From an optimization exercise on the open Yosys and OpenROAD flow, aimed at small area, a short achievable clock period and few clock cycles per item; shortcuts taken in it are not production practice.
Only simulation tests tie the RTL to the original design; equivalence was not proved.
Power is estimated from default activity; no workload was simulated.

## JK
==> flow/design.v <==
module constrained_multi_queue_dispatcher_top (
   input  logic        clock,
   input  logic        reset,
   input  logic        req_tvalid,
   output logic        req_tready,
   input  logic [23:0] req_tdata,   
   input  logic [2:0]  req_tuser,   
   output logic        rsp_tvalid,
   input  logic        rsp_tready,
   output logic [23:0] rsp_tdata,   
   output logic [2:0]  rsp_tuser,   
   input  logic        csr_valid,
   output logic        csr_ready,
   input  logic [2:0]  csr_index,
   input  logic [19:0] csr_data
);
   localparam logic [2:0] ST_ADDED      = 3'd0;
   localparam logic [2:0] ST_DROPPED    = 3'd1;
   localparam logic [2:0] ST_DISPATCHED = 3'd2;
   localparam logic [2:0] ST_NOTHING    = 3'd3;
   localparam logic [2:0] ST_COMPLETED  = 3'd4;
   localparam logic [2:0] ST_CERROR     = 3'd5;
   logic [3:0]  en_ff;           
   logic [19:0] set_ff [4];
   logic [3:0]  lo_ff  [4];      
   logic [7:0]  hi_ff  [4];      
   logic [3:0]  empty_ff;        
   logic [3:0]  full_ff;         
   logic [15:0] top_ff [4];      
   logic [7:0]  act_ff [4];
   logic [3:0]  lt_ff;           
   logic [3:0]  nz_ff;           
   logic [3:0]  wb_we_ff;        
   logic [15:0] wb_tag_ff [4];   
   logic        pp_v_ff;         
   logic [3:0]  pp_sel_ff;
   logic [15:0] pp_tag_ff;
   logic        out_v_ff;         
   logic        busy_ff;          
   logic [20:0] out_ff;           
   logic [20:0] hold_ff;          
   logic        skid_v_ff;        
   logic [20:0] skid_ff;
   logic [1:0]  mode;
   logic        dirty;
   logic [15:0] rtag;
   logic [4:0]  zoom;
   logic [1:0]  qidx;
   assign rtag  = req_tdata[15:0];
   assign zoom  = req_tdata[20:16];
   assign qidx  = req_tdata[22:21];
   assign mode  = req_tuser[1:0];
   assign dirty = req_tuser[2];
   logic accept, out_free;
   assign out_free   = !busy_ff || rsp_tready;
   assign req_tready = !skid_v_ff;
   assign accept     = req_tvalid && !skid_v_ff;
   assign csr_ready  = 1'b1;
   assign rsp_tvalid = out_v_ff;
   assign rsp_tuser  = out_ff[20:18];
   assign rsp_tdata  = {6'd0, out_ff[15:0], out_ff[17:16]};
   logic [15:0] refill [4];      
   genvar gq;
   generate
      for (gq = 0; gq < 4; gq++) begin : g_stk
         logic [15:0] stk [31];
         logic [30:0] rsel;
         logic [15:0] rd;
         always_comb begin
            for (int i = 0; i < 31; i++) rsel[i] = lo_ff[gq][i % 4] && hi_ff[gq][i / 4];
            rd = 16'd0;
            for (int i = 0; i < 31; i++) begin
               rd = rd | (stk[i] & {16{rsel[i]}});
            end
         end
         always_ff @(posedge clock) begin
            for (int i = 0; i < 31; i++) begin
               if (wb_we_ff[gq] && rsel[i]) stk[i] <= wb_tag_ff[gq];
            end
         end
         assign refill[gq] = wb_we_ff[gq] ? wb_tag_ff[gq] : rd;
      end
   endgenerate
   function automatic logic ge5(input logic [4:0] a, input logic [4:0] b);
      logic r;
      r = 1'b1;
      for (int i = 0; i < 5; i++) begin
         r = (a[i] & ~b[i]) | (~(a[i] ^ b[i]) & r);
      end
      ge5 = r;
   endfunction
   logic [3:0]  ppq;             
   logic [3:0]  n31;             
   logic [3:0]  eff_empty, eff_full;
   logic [15:0] eff_top [4];
   logic [3:0]  take, serve, sub_sel, fet_sel;
   logic [3:0]  lt_inc, lt_dec, is1;
   logic [7:0]  act_p1 [4];
   logic [7:0]  act_m1 [4];
   logic [3:0]  lo_up [4], lo_dn [4];
   logic [7:0]  hi_up [4], hi_dn [4];
   logic        sub_hit, fet_hit, cpl_ok;
   logic [1:0]  sub_q, fet_q;
   always_comb begin
      for (int q = 0; q < 4; q++) begin
         logic [4:0] minz, maxz;
         logic [1:0] dm;
         logic       zok, dok;
         ppq[q]       = pp_v_ff && pp_sel_ff[q];
         n31[q]       = lo_ff[q][1] && hi_ff[q][7];
         eff_empty[q] = empty_ff[q] && !ppq[q];
         eff_full[q]  = full_ff[q] || (ppq[q] && n31[q]);
         eff_top[q]   = ppq[q] ? pp_tag_ff : top_ff[q];
         minz = set_ff[q][4:0];
         maxz = set_ff[q][9:5];
         dm   = set_ff[q][11:10];
         zok = ge5(zoom, minz) && ge5(maxz, zoom);
         case (dm)
            2'd0:    dok = !dirty;
            2'd1:    dok = dirty;
            default: dok = 1'b1;
         endcase
         take[q]  = en_ff[q] && !eff_full[q] && ((dm == 2'd3) || (zok && dok));
         serve[q] = en_ff[q] && !eff_empty[q] && lt_ff[q];
         act_p1[q] = act_ff[q] + 8'd1;
         act_m1[q] = act_ff[q] - 8'd1;
         lt_inc[q] = (act_p1[q] != set_ff[q][19:12]);
         lt_dec[q] = lt_ff[q] || (act_ff[q] == set_ff[q][19:12]);
         is1[q]    = (act_ff[q] == 8'd1);
         lo_up[q] = {lo_ff[q][2:0], lo_ff[q][3]};
         lo_dn[q] = {lo_ff[q][0], lo_ff[q][3:1]};
         hi_up[q] = lo_ff[q][3] ? {hi_ff[q][6:0], hi_ff[q][7]} : hi_ff[q];
         hi_dn[q] = lo_ff[q][0] ? {hi_ff[q][0], hi_ff[q][7:1]} : hi_ff[q];
      end
      sub_sel[0] = take[0];
      sub_sel[1] = take[1] && !take[0];
      sub_sel[2] = take[2] && !take[1] && !take[0];
      sub_sel[3] = take[3] && !take[2] && !take[1] && !take[0];
      fet_sel[0] = serve[0];
      fet_sel[1] = serve[1] && !serve[0];
      fet_sel[2] = serve[2] && !serve[1] && !serve[0];
      fet_sel[3] = serve[3] && !serve[2] && !serve[1] && !serve[0];
      sub_hit = |take;
      fet_hit = |serve;
      sub_q   = {sub_sel[3] | sub_sel[2], sub_sel[3] | sub_sel[1]};
      fet_q   = {fet_sel[3] | fet_sel[2], fet_sel[3] | fet_sel[1]};
      cpl_ok  = nz_ff[qidx];
   end
   logic [15:0] fet_tag;
   assign fet_tag = eff_top[fet_q];
   logic        do_sub, do_fet, do_cpl;
   logic [20:0] res;
   always_comb begin
      do_sub = 1'b0;
      do_fet = 1'b0;
      do_cpl = 1'b0;
      res    = {ST_NOTHING, 2'd0, 16'd0};
      case (mode)
         2'd0: begin
            do_sub = sub_hit;
            res    = sub_hit ? {ST_ADDED, sub_q, 16'd0} : {ST_DROPPED, 2'd0, 16'd0};
         end
         2'd1: begin
            do_fet = fet_hit;
            res    = fet_hit ? {ST_DISPATCHED, fet_q, fet_tag} : {ST_NOTHING, 2'd0, 16'd0};
         end
         2'd2: begin
            do_cpl = cpl_ok;
            res    = {cpl_ok ? ST_COMPLETED : ST_CERROR, qidx, 16'd0};
         end
         default: res = {ST_NOTHING, 2'd0, 16'd0};
      endcase
   end
   logic [3:0] pop, cpl, apply, pop_old;
   always_comb begin
      for (int q = 0; q < 4; q++) begin
         pop[q]     = accept && do_fet && fet_sel[q];
         cpl[q]     = accept && do_cpl && (qidx == 2'(q));
         apply[q]   = ppq[q] && !pop[q];
         pop_old[q] = pop[q] && !ppq[q];
      end
   end
   logic [20:0] new_head;
   assign new_head = skid_v_ff ? skid_ff : res;
   always_ff @(posedge clock) begin
      if (reset) begin
         en_ff <= 4'b0001;
         for (int q = 0; q < 4; q++) begin
            set_ff[q] <= 20'd19424;
            lo_ff[q]  <= 4'b0100;        
            hi_ff[q]  <= 8'b1000_0000;
            empty_ff[q] <= 1'b1;
            full_ff[q]  <= 1'b0;
            act_ff[q] <= 8'd0;
         end
         lt_ff     <= 4'b1111;
         nz_ff     <= 4'b0000;
         wb_we_ff  <= 4'd0;
         pp_v_ff   <= 1'b0;
         out_v_ff  <= 1'b0;
         busy_ff   <= 1'b0;
         skid_v_ff <= 1'b0;
      end else begin
         if (csr_valid && csr_index == 3'd0) begin
            for (int q = 0; q < 4; q++) en_ff[q] <= (csr_data[2:0] > 3'(q));
         end
         for (int q = 0; q < 4; q++) begin
            if (csr_valid && csr_index == 3'(q + 1)) begin
               set_ff[q] <= csr_data;
               lt_ff[q]  <= (act_ff[q] < csr_data[19:12]);
            end
         end
         for (int q = 0; q < 4; q++) begin
            if (apply[q]) begin
               lo_ff[q]    <= lo_up[q];
               hi_ff[q]    <= hi_up[q];
               empty_ff[q] <= 1'b0;
               full_ff[q]  <= n31[q];
            end else if (pop_old[q]) begin
               lo_ff[q]    <= lo_dn[q];
               hi_ff[q]    <= hi_dn[q];
               empty_ff[q] <= lo_ff[q][3] && hi_ff[q][7];
               full_ff[q]  <= 1'b0;
            end
            if (pop[q] || cpl[q]) begin
               act_ff[q] <= mode[0] ? act_p1[q] : act_m1[q];
               lt_ff[q]  <= mode[0] ? lt_inc[q] : lt_dec[q];
               nz_ff[q]  <= mode[0] || !is1[q];
            end
         end
         for (int q = 0; q < 4; q++) begin
            wb_we_ff[q] <= apply[q] && !empty_ff[q];
         end
         pp_v_ff <= accept && do_sub;
         if (out_free) out_v_ff <= skid_v_ff || accept;
         busy_ff   <= skid_v_ff || accept || (busy_ff && !rsp_tready);
         skid_v_ff <= !out_free && (skid_v_ff || accept);
      end
   end
   always_ff @(posedge clock) begin
      for (int q = 0; q < 4; q++) begin
         if (apply[q]) top_ff[q] <= pp_tag_ff;
         else if (pop_old[q]) top_ff[q] <= refill[q];
      end
   end
   always_ff @(posedge clock) begin
      for (int q = 0; q < 4; q++) wb_tag_ff[q] <= top_ff[q];
      pp_sel_ff <= sub_sel;
      pp_tag_ff <= rtag;
      out_ff  <= out_free ? new_head : hold_ff;
      hold_ff <= out_free ? new_head : out_ff;
      if (!skid_v_ff) skid_ff <= res;
   end
endmodule
Settings: LEC_CHECK=0, CAP_MARGIN=20, CORE_MARGIN=2, CORE_UTILIZATION=40, CTS_CLUSTER_DIAMETER=90, CTS_CLUSTER_SIZE=25, SETUP_SLACK_MARGIN=3.5, SLEW_MARGIN=20; clock period 6.0 ns.
run.sh (not shown) runs the stock make flow with config.mk's settings and CLKGATE_MAP_FILE= SYNTH_SCRIPT=/design/flow/synth_recipe.tcl, a recipe that flattens the netlist after the stock synthesis.
Testbench counts of JK, summed over its fixed seeds: cycles 12,008, items 12,000.
diff inputs: JK => MS
--- a/flow/design.v
+++ b/flow/design.v
@@ -41,4 +41,5 @@
    logic [20:0] hold_ff;          
    logic        skid_v_ff;        
+   logic        ready_ff;         
    logic [20:0] skid_ff;
    logic [1:0]  mode;
@@ -54,5 +55,5 @@
    logic accept, out_free;
    assign out_free   = !busy_ff || rsp_tready;
-   assign req_tready = !skid_v_ff;
+   assign req_tready = ready_ff;
    assign accept     = req_tvalid && !skid_v_ff;
    assign csr_ready  = 1'b1;
@@ -201,4 +202,5 @@
          busy_ff   <= 1'b0;
          skid_v_ff <= 1'b0;
+         ready_ff  <= 1'b1;
       end else begin
          if (csr_valid && csr_index == 3'd0) begin
@@ -236,4 +238,5 @@
          busy_ff   <= skid_v_ff || accept || (busy_ff && !rsp_tready);
          skid_v_ff <= !out_free && (skid_v_ff || accept);
+         ready_ff  <= out_free || !(skid_v_ff || accept);
       end
    end
### Flow results
Per the final summary, MS finished and its layout is clean on timing, DRC and antenna.
Comparing JK with MS, the clock edge transition at the registers on the reported setup and hold paths came out essentially unchanged.
Initial standard-cell utilization of the core: JK vs MS — no meaningful difference
Looking at JK and MS, the design area is a wash.
Total net switching power (higher): MS
The layout overhead on the synthesized area reported for MS is smaller than that of JK by 0.46 points.
Top routing layer in use: met4 -> MS, met5 -> JK
[compare] base=JK new=MS: buffers plus inverters on the worst setup path lost 2; first-pass iteration count of the detailed router went down 2.
MS falls short of JK in routed wire length.
Diff JK..MS | core footprint | negligible
Looking at JK and MS, the number of clock sinks is a wash.
Lower remaining max-slew budget at the tightest pin goes to MS over JK.
Testbench counts of MS, summed over its fixed seeds: cycles 12,008, items 12,000.

==> afterwards: timing with drivers on the ports <==
Ports are ideal in the flow. The routed layouts listed here were re-timed in OpenROAD.
Step 1, drivers: a clkbuf_16 drives clock and a buf_2 each remaining input, both assumed.
Step 2 adds t to the input delays and takes it off the output delays; t is the mean of the earliest and latest rising clock arrival at the registers after step 1. Input paths then give back, and output paths get back, about the clock's delay inside the block.
Three values: no drivers, after step 1, after step 2; two values: the first two.
run | t, ns | setup slack, ns | cell pins on the clock port's net
JK | 0.903 | 3.316 / 3.227 / 2.570 | 1
MS | 0.907 | 3.399 / 3.295 / 2.615 | 1
After both steps every run listed still meets setup and hold. The setup slack of MS, which loses most, moves by -0.104 ns with the drivers and by -0.784 ns with both steps.
